From an optimization exercise on the open Yosys and OpenROAD flow, aimed at small area; shortcuts taken in it are not production practice.
In this exercise RTL edits were held to simulation tests only and were not proved equivalent to the original.
Power and IR drop assume default switching activity. No driver is modelled on the clock port, so clocking that relies on it looks cheaper here than on a real chip.

Setup of run 1:
// window_gen_top
module window_gen_top (
  input  logic         clk,
  input  logic         rst_n,
  input  logic         aclr,
  input  logic         ien,
  input  logic         isof,
  input  logic [9:0]   per_img_Y,
  output logic         oen,
  output logic [249:0] win_data,
  output logic [5:0]   win_row,
  output logic [5:0]   win_col,
  output logic         win_inside
);
Size: about 6300 cells after synthesis, about 280 I/O pins.
Settings: LEC_CHECK=0, CAP_MARGIN=20, CORE_MARGIN=2, CORE_UTILIZATION=80, SLEW_MARGIN=20, SYNTH_HIERARCHICAL=1; clock period 5.0 ns.
standard.sh (not shown) runs the stock make flow with config.mk's settings and CLKGATE_MAP_FILE= SYNTH_SCRIPT=/design/flow/synth_recipe.tcl, a recipe that flattens the netlist after the stock synthesis.
==> flow/flow/run.sh <==
#!/bin/bash
set -euo pipefail
bash standard.sh \
  "CTS_ARGS=-sink_clustering_enable -repair_clock_nets -dont_use_dummy_load -sink_clustering_size 28 -sink_clustering_max_diameter 100" \
  "BUFFER_PORTS_ARGS=-buffer_cell sky130_fd_sc_hd__buf_1" \
  finish > standard_flow.log 2>&1
Run 1 has completed all stages; timing, DRC and antenna checks passed.
Here is what was changed in the inputs of run 2 compared with run 1.
Settings: CORE_UTILIZATION: 80 -> 65.
### Flow results
The higher wire length on met1 of run 1 and run 2 is in run 2.
Comparing run 1 and run 2, height of the die is higher on run 2.
STATUS total power of the final layout: run 2 wins against run 1
> inputs changed (run 2 -> run 3)
Settings: changing CORE_UTILIZATION from 65 to 80.
==> flow/flow/run.sh <==
#!/bin/bash
set -euo pipefail
bash standard.sh \
  "CTS_ARGS=-sink_clustering_enable -repair_clock_nets -dont_use_dummy_load -sink_clustering_size 30 -sink_clustering_max_diameter 100" \
  "BUFFER_PORTS_ARGS=-buffer_cell sky130_fd_sc_hd__buf_1" \
  finish > standard_flow.log 2>&1
==> notes.md <==
- Relative to run 2, initial DRC count has increased by 30% in run 3.
- Between run 2 and run 3, the buffering overhead figures differ only marginally.
- ~same number of max-slew violations in the final report in run 3 and run 2
- [compare] base=run 2 new=run 3: proportion of total power due to net switching higher, clock power share lower.
- Lower total detailed-routing wirelength among run 3 and run 2: run 2
- Re clock skew: run 2 was lower than run 3.
- Run 3 vs. run 2: final estimated routing congestion in global placement shows an increase of about 0.53%; die area decreased 19%.


window_gen_top, a different RTL version from the one above (not shown whole).
For scale: about 2600 flip-flops, roughly 280 I/O pins.
make LEC_CHECK=0 CAP_MARGIN=20 CORE_MARGIN=2 CORE_UTILIZATION=50 SLEW_MARGIN=20 SYNTH_HIERARCHICAL=1 finish   # period 5.0 ns
run.sh (not shown) runs the stock make flow with config.mk's settings and CLKGATE_MAP_FILE= SYNTH_SCRIPT=/design/flow/synth_recipe.tcl, a recipe that flattens the netlist after the stock synthesis.
Stock flow here: none of the scripts above is used.
Edit:
==> flow/flow/run.sh (new file) <==
#!/bin/bash
set -euo pipefail
bash standard.sh \
  "CTS_ARGS=-sink_clustering_enable -repair_clock_nets -dont_use_dummy_load -sink_clustering_size 28 -sink_clustering_max_diameter 100" \
  "BUFFER_PORTS_ARGS=-buffer_cell sky130_fd_sc_hd__buf_1" \
  finish > standard_flow.log 2>&1
==> flow/standard.sh (new file) <==
#!/bin/bash
# synth_recipe.tcl (not shown) runs the flow's synth.tcl, then flattens the netlist and writes it again
# the make line also repeats each setting of config.mk as NAME=value (left out here)
make -C /OpenROAD-flow-scripts/flow DESIGN_CONFIG=/design/flow/config.mk WORK_HOME=/design/flow/orfs CLKGATE_MAP_FILE= SYNTH_SCRIPT=/design/flow/synth_recipe.tcl "${@:-finish}"
--- a/flow/config.mk
+++ b/flow/config.mk
@@ -9,3 +9,3 @@
 export CORE_MARGIN = 2
-export CORE_UTILIZATION = 50
+export CORE_UTILIZATION = 65
 export SLEW_MARGIN = 20
removed: flow/run.sh
After rerunning: The changed run finished with timing, DRC and antenna clean; combinational power falls by about 1%; non-clock buffer count falls by 14; sequential share of layout area rises by 6.5 points; die area falls by 23%; wire length falls by 11%; sequential power hardly moves; clock power falls by about 50%.

==> re-timing with driven ports <==
In the flow no input, the clock included, has a driving cell. The finished layouts below were timed again as built, in two steps.
Step 1 assumes that a clkbuf_16 drives the clock port and a buf_2 every other input.
Step 2, shift: input delay + t, output delay - t, t = (earliest + latest rising clock arrival at the registers) / 2. This alone moves slack from input paths to output paths.
Three values: no drivers, after step 1, after step 2; two values: the first two.
run | t, ns | slack for setup (ns) | clock arrival spread, ns
run 1 | 0.766 | 0.696 / 0.614 / 1.380 | 0.048 / 0.048
run 2 | 0.775 | 0.124 / 0.046 / 0.821 | 0.039 / 0.038
run 3 | 0.751 | 0.683 / 0.607 / 1.358 | 0.074 / 0.074
the first run of note 2 | 0.918 | 0.207 / 0.126 / 1.044 | 0.063 / 0.064
the second run of note 2 | 0.782 | 0.724 / 0.643 / 1.425 | 0.041 / 0.041
After both steps setup and hold are still met in every run listed.
